What follows belongs to an exercise in optimizing a design on an open flow for small area; a production flow would make more cautious choices. In this exercise RTL edits were held to simulation tests only and were not proved equivalent to the original. Power figures rest on the tool's default switching activity, not on a simulated workload.

== the baseline ==
Design perm_result_buf, start of the top module:
module perm_result_buf #(
  parameter int NWORDS = 25,
  parameter int NBYTES = 8*NWORDS
) (
  input  logic        clk,
  input  logic        rst,
  input  logic        pushout,
  input  logic        firstout,
  input  logic [63:0] dout,
  output logic        stopout,
  input  logic        rd_req,
  input  logic [7:0]  rd_addr,
  input  logic [7:0]  rd_len,
  input  logic        rd_stall,
  output logic        rd_valid,
  output logic [7:0]  rd_data,
  output logic        rd_last,
  output logic        buf_full,
  input  logic        buf_release,
  output logic        rd_err,
  output logic        frame_err,
  output logic        ovf_err
);
Settings: LEC_CHECK=0, CAP_MARGIN=15, CORE_MARGIN=2, CORE_UTILIZATION=80, PLACE_DENSITY=0.85, SLEW_MARGIN=15, SYNTH_HIERARCHICAL=1; clock period 6.0 ns.
standard.sh (not shown) runs the stock make flow with config.mk's settings and CLKGATE_MAP_FILE= SYNTH_SCRIPT=/design/flow/synth_recipe.tcl, a recipe that flattens the netlist after the stock synthesis.
==> flow/flow/run.sh <==
#!/bin/bash
# The standard layout (standard.sh, the ORFS flow, standard synthesis unchanged) with three
# changes: after floorplan every combinational cell is swapped for the smallest of its family
# (flow/downsize.tcl; the later repair steps size up what needs it); port buffers are buf_1
# instead of the default delay cell; and the clock tree is built from clkbuf_8 with 16-sink
# clusters and no dummy loads. Each ORFS step logs to orfs/logs/; make's output goes to
# standard.log, the downsizing step's to downsize.log.
set -uo pipefail
KNOBS=("BUFFER_PORTS_ARGS=-buffer_cell sky130_fd_sc_hd__buf_1"
  "CTS_ARGS=-sink_clustering_enable -repair_clock_nets -dont_use_dummy_load -sink_clustering_size 16 -sink_clustering_max_diameter 100 -buf_list sky130_fd_sc_hd__clkbuf_8")
bash standard.sh "${KNOBS[@]}" floorplan > standard.log 2>&1 || exit 1
RES=orfs/results/${FLOW_PLATFORM:-sky130hd}/perm_result_buf/base
DOWNSIZE_ODB=$RES/2_floorplan.odb \
  openroad -no_init -exit flow/downsize.tcl > downsize.log 2>&1 || exit 1
bash standard.sh "${KNOBS[@]}" finish >> standard.log 2>&1
Other scripts of this flow, unchanged in this note and not shown: flow/flow/downsize.tcl
No stage failed in the baseline, and the final checks on the layout all came back clean.
Edits applied to the flow inputs when going from the baseline to the candidate:
- clearing PLACE_DENSITY, which used to be 0.85
- swapping 80 for 70 in CORE_UTILIZATION
--- outcome ---
- The candidate ends up with a routed wire length on met2 that is 6.2% higher than in the baseline.
- [diff] maximum ir drop on the vdd rail, the candidate relative to the baseline: regression
- The baseline → the candidate: power rose about 0.43%, register-to-register slack rose 0.16 ns, area after synthesis about even, global-route usage fell 5.4 points.
- NOTE global-route wire length before repair the baseline->the candidate increased slightly

---

run a:
perm_result_buf, a different RTL version from the one above (not shown whole).
For scale: ~5200 cells after synthesis, ~100 I/O pins, about 0.057 mm^2 of cells after synthesis.
Settings: LEC_CHECK=0, CAP_MARGIN=15, CORE_MARGIN=2, CORE_UTILIZATION=70, SLEW_MARGIN=15, SYNTH_HIERARCHICAL=1; clock period 6.0 ns.
==> flow/flow/downsize.tcl <==
# Swaps every combinational cell of the synthesized netlist for the smallest cell of its
# family (same function and pins, lowest drive strength). The placement steps' repair_design
# and the clock-tree step's repair_timing then size up whatever needs more drive.
# Registers, buffers, tap and tie cells are left as they are.
# Reads and writes the ODB named by DOWNSIZE_ODB. (The platform's don't-use cells are all
# lpflow_/probe cells, whose names the family pattern below never matches.)
set db [ord::get_db]
read_db $::env(DOWNSIZE_ODB)
# Smallest master of each family, from the loaded libraries.
array set best {}
foreach lib [$db getLibs] {
  foreach m [$lib getMasters] {
    set n [$m getName]
    if {![regexp {^(sky130_fd_sc_hd__[a-z0-9]+)_([0-9]+)$} $n -> fam str]} continue
    set a [expr {[$m getWidth] * [$m getHeight]}]
    if {![info exists best($fam)] || $a < [lindex $best($fam) 1]} { set best($fam) [list $m $a] }
  }
}
set swapped 0
set saved 0
foreach inst [[[$db getChip] getBlock] getInsts] {
  set m [$inst getMaster]
  set n [$m getName]
  if {![regexp {^(sky130_fd_sc_hd__([a-z0-9]+))_([0-9]+)$} $n -> fam base str]} continue
  if {[regexp {^(df|edf|sdf|dl|sdl|buf|clkbuf|clkdly|dlygate|dlymetal|tap|conb|fill|decap|diode|clkinv|inv)} $base]} continue
  if {![info exists best($fam)]} continue
  set nm [lindex $best($fam) 0]
  if {$nm eq $m} continue
  set d [expr {([$m getWidth] * [$m getHeight] - [lindex $best($fam) 1]) / 1e6}]
  if {[$inst swapMaster $nm]} { incr swapped; set saved [expr {$saved + $d}] }
}
puts "downsize: swapped $swapped cells, [format %.1f $saved] um2"
write_db $::env(DOWNSIZE_ODB)
Scripts as last shown in full above: flow/flow/run.sh
Run a has completed all stages; timing, DRC and antenna checks passed.
Relative to run a, the following input files were edited for run b:
- a change of CORE_UTILIZATION from 70 to 80
- an added PLACE_DENSITY of 0.85
diff --git a/flow/flow/run.sh b/flow/flow/run.sh
--- a/flow/flow/run.sh
+++ b/flow/flow/run.sh
@@ -5 +5 @@
-# instead of the default delay cell; and the clock tree is built from clkbuf_8 with 16-sink
+# instead of the default delay cell; and the clock tree is built from clkbuf_8 with 18-sink
@@ -10 +10 @@
-  "CTS_ARGS=-sink_clustering_enable -repair_clock_nets -dont_use_dummy_load -sink_clustering_size 16 -sink_clustering_max_diameter 100 -buf_list sky130_fd_sc_hd__clkbuf_8")
+  "CTS_ARGS=-sink_clustering_enable -repair_clock_nets -dont_use_dummy_load -sink_clustering_size 18 -sink_clustering_max_diameter 100 -buf_list sky130_fd_sc_hd__clkbuf_8")
[summary]
Fraction of standard cell area in multi-input logic delta for run b relative to run a: 0.31 points higher
The via count of the first global-routing pass in run b is 1.07 times that in run a.
Global routing met3 resource utilization | run b above run a
Diff run a -> run b: leakage power of the design now sits lower, final worst slack lost 0.18 ns.

---

Setup of main:
perm_result_buf, a different RTL version from the one above (not shown whole).
Size: roughly 1600 flip-flops, roughly 100 I/O pins, ~56000 sq um of cells after synthesis.
clock: 6.0 ns
lec_check: 0
cap_margin: 5
core_margin: 2
core_utilization: 70
slew_margin: 5
synth_hierarchical: 1
==> flow/flow/run.sh <==
#!/bin/bash
# The standard layout (standard.sh, the ORFS flow, standard synthesis unchanged) with two
# changes: port buffers are buf_1 instead of the default delay cell, and the clock tree is built
# from clkbuf_8 with 16-sink clusters and no dummy loads. Each ORFS step logs to orfs/logs/;
# make's own output goes to standard.log.
set -uo pipefail
bash standard.sh \
  "BUFFER_PORTS_ARGS=-buffer_cell sky130_fd_sc_hd__buf_1" \
  "CTS_ARGS=-sink_clustering_enable -repair_clock_nets -dont_use_dummy_load -sink_clustering_size 16 -sink_clustering_max_diameter 100 -buf_list sky130_fd_sc_hd__clkbuf_8" \
  finish > standard.log 2>&1
main: done, clean on timing, DRC and antenna
Setup changes, main to the feature branch
- swapping 70 for 60 in CORE_UTILIZATION
- putting CTS_CLUSTER_DIAMETER at 100 where nothing was set
- swapping 5 for 20 in SLEW_MARGIN
- swapping 5 for 20 in CAP_MARGIN
- putting CTS_CLUSTER_SIZE at 20 where nothing was set
==> flow/run.sh (new file) <==
#!/bin/bash
# synth_recipe.tcl (not shown) runs the flow's synth.tcl, then flattens the netlist and writes it again
# the make line also repeats each setting of config.mk as NAME=value (left out here)
make -C /OpenROAD-flow-scripts/flow DESIGN_CONFIG=/design/flow/config.mk WORK_HOME=/design/flow/orfs CLKGATE_MAP_FILE= SYNTH_SCRIPT=/design/flow/synth_recipe.tcl finish
removed: flow/flow/run.sh
removed: flow/standard.sh
### Flow results
- Delta (the feature branch minus main): combinational share of power dropped 0.8 points; total power of the final layout climbed about 5.3%; leakage power total climbed about 4%; number of cells traversed by the worst register-to-register path climbed 1; fmax dropped about 5.4%.

---

RTL: one of the versions met above, not the one the previous note started from.
Size in the first run: ~1700 flip-flops, ~100 I/O pins.
==> flow/config.mk <==
export PLATFORM = sky130hd
export DESIGN_NAME = perm_result_buf
export DESIGN_NICKNAME = perm_result_buf
export VERILOG_FILES = /design/flow/design.v
export SDC_FILE = /design/flow/constraint.sdc
export NUM_CORES = 4
export LEC_CHECK = 0
export CAP_MARGIN = 10
export CORE_MARGIN = 2
export CORE_UTILIZATION = 80
export PLACE_DENSITY = 0.85
export SLEW_MARGIN = 10
export SYNTH_HIERARCHICAL = 1
==> flow/constraint.sdc <==
create_clock -name core_clock -period 6.0 [get_ports {clk}]
set_input_delay 1.2000 -clock core_clock [delete_from_list [all_inputs] [get_ports {clk}]]
set_output_delay 1.2000 -clock core_clock [all_outputs]
set_load 0.01 [all_outputs]
==> flow/flow/run.sh <==
#!/bin/bash
# The standard layout (standard.sh, the ORFS flow, standard synthesis unchanged) with three
# changes: after floorplan every combinational cell is swapped for the smallest of its family
# (flow/downsize.tcl; the later repair steps size up what needs it); port buffers are buf_1
# instead of the default delay cell; and the clock tree is built from clkbuf_8 with 16-sink
# clusters and no dummy loads. Each ORFS step logs to orfs/logs/; make's output goes to
# standard.log, the downsizing step's to downsize.log.
set -uo pipefail
KNOBS=("BUFFER_PORTS_ARGS=-buffer_cell sky130_fd_sc_hd__buf_1"
  "CTS_ARGS=-sink_clustering_enable -repair_clock_nets -dont_use_dummy_load -sink_clustering_size 16 -sink_clustering_max_diameter 100 -buf_list sky130_fd_sc_hd__clkbuf_8")
bash standard.sh "${KNOBS[@]}" floorplan > standard.log 2>&1 || exit 1
RES=orfs/results/${FLOW_PLATFORM:-sky130hd}/perm_result_buf/base
DOWNSIZE_ODB=$RES/2_floorplan.odb \
  openroad -no_init -exit flow/downsize.tcl > downsize.log 2>&1 || exit 1
bash standard.sh "${KNOBS[@]}" finish >> standard.log 2>&1
Scripts as last shown in full above: flow/flow/downsize.tcl
The first run ran to the end with no violations.
Edit:
- CORE_UTILIZATION: 80 -> 84
- PLACE_DENSITY: 0.85 -> 0.9
Total power goes up by 0.75%.
Routed wire length is higher by 2.1%.
Maximum frequency went down by 1.7%.
Design area stays flat.
Die area came out lower by 4.7%.
Via count grows by 3.4%.
Sequential share of layout area barely changes.
First-iteration DRC count increases by 22%.
Utilization goes up by 4.7 points.
Area after synthesis does not change.
Flip-flop and latch count is unchanged.
Edit:
- CORE_UTILIZATION: 84 -> 80
- GPL_TIMING_DRIVEN: default -> 0
- PLACE_DENSITY: 0.9 -> 0.85
This time the run produced a layout that fails on capacitance limit, slew limit, setup timing.
Routed wire length falls by 6.9%.
Critical path depth stays the same.
Total power rises by 0.40%.
Sequential power barely changes.
Count of clock-buffer cells in the layout does not change.

-- port drivers added, routing unchanged --
The flow's constraints put no driver on any port. The routed layouts listed below were extracted and timed again, unchanged, in two steps.
Step 1, drivers: a clkbuf_16 drives clk and a buf_2 each remaining input, both assumed.
Step 2 times the ports against the registers' clock, not the clock port: input delays grow and output delays shrink by t, the midpoint of the rising clock arrivals with the driver on.
Slacks: ideal / step 1 / step 2; pairs: ideal / step 1.
run | shift t [ns] | setup WS [ns] | hold slack, ns | worst register clock-pin slew, ns | worst slew at a driven data input, ns
the baseline | 0.867 | 0.248 / 0.248 / -0.468 | 0.302 / 0.259 / 0.394 | 0.11 / 0.11 | 0.17
the candidate | 0.853 | 0.412 / 0.412 / -0.306 | 0.331 / 0.284 / 0.391 | 0.11 / 0.11 | 0.15
run a | 0.841 | 0.432 / 0.432 / -0.221 | 0.345 / 0.294 / 0.391 | 0.11 / 0.11 | 0.09
run b | 0.831 | 0.248 / 0.248 / -0.358 | 0.299 / 0.252 / 0.394 | 0.12 / 0.12 | 0.13
main | 0.844 | 1.089 / 1.089 / 0.329 | 0.338 / 0.295 / 0.438 | 0.11 / 0.11 | 0.06
the feature branch | 0.762 | 0.806 / 0.853 / 0.092 | 0.437 / 0.437 / 0.437 | 0.09 / 0.09 | 0.07
the first run of note 4 | 0.857 | 0.378 / 0.378 / -0.354 | 0.312 / 0.273 / 0.393 | 0.11 / 0.11 | 0.17
the second run of note 4 | 0.822 | 0.283 / 0.283 / -0.452 | 0.347 / 0.312 / 0.391 | 0.11 / 0.11 | 0.14
the third run of note 4 | 0.869 | -0.350 / -0.350 / -1.116 | 0.309 / 0.269 / 0.388 | 0.11 / 0.11 | 0.17
With both steps, setup timing fails in 6 of these runs, where it was met with ideal ports. The setup slack of the third run of note 4, which loses most, moves by 0.000 ns with the drivers and by -0.766 ns with both steps.
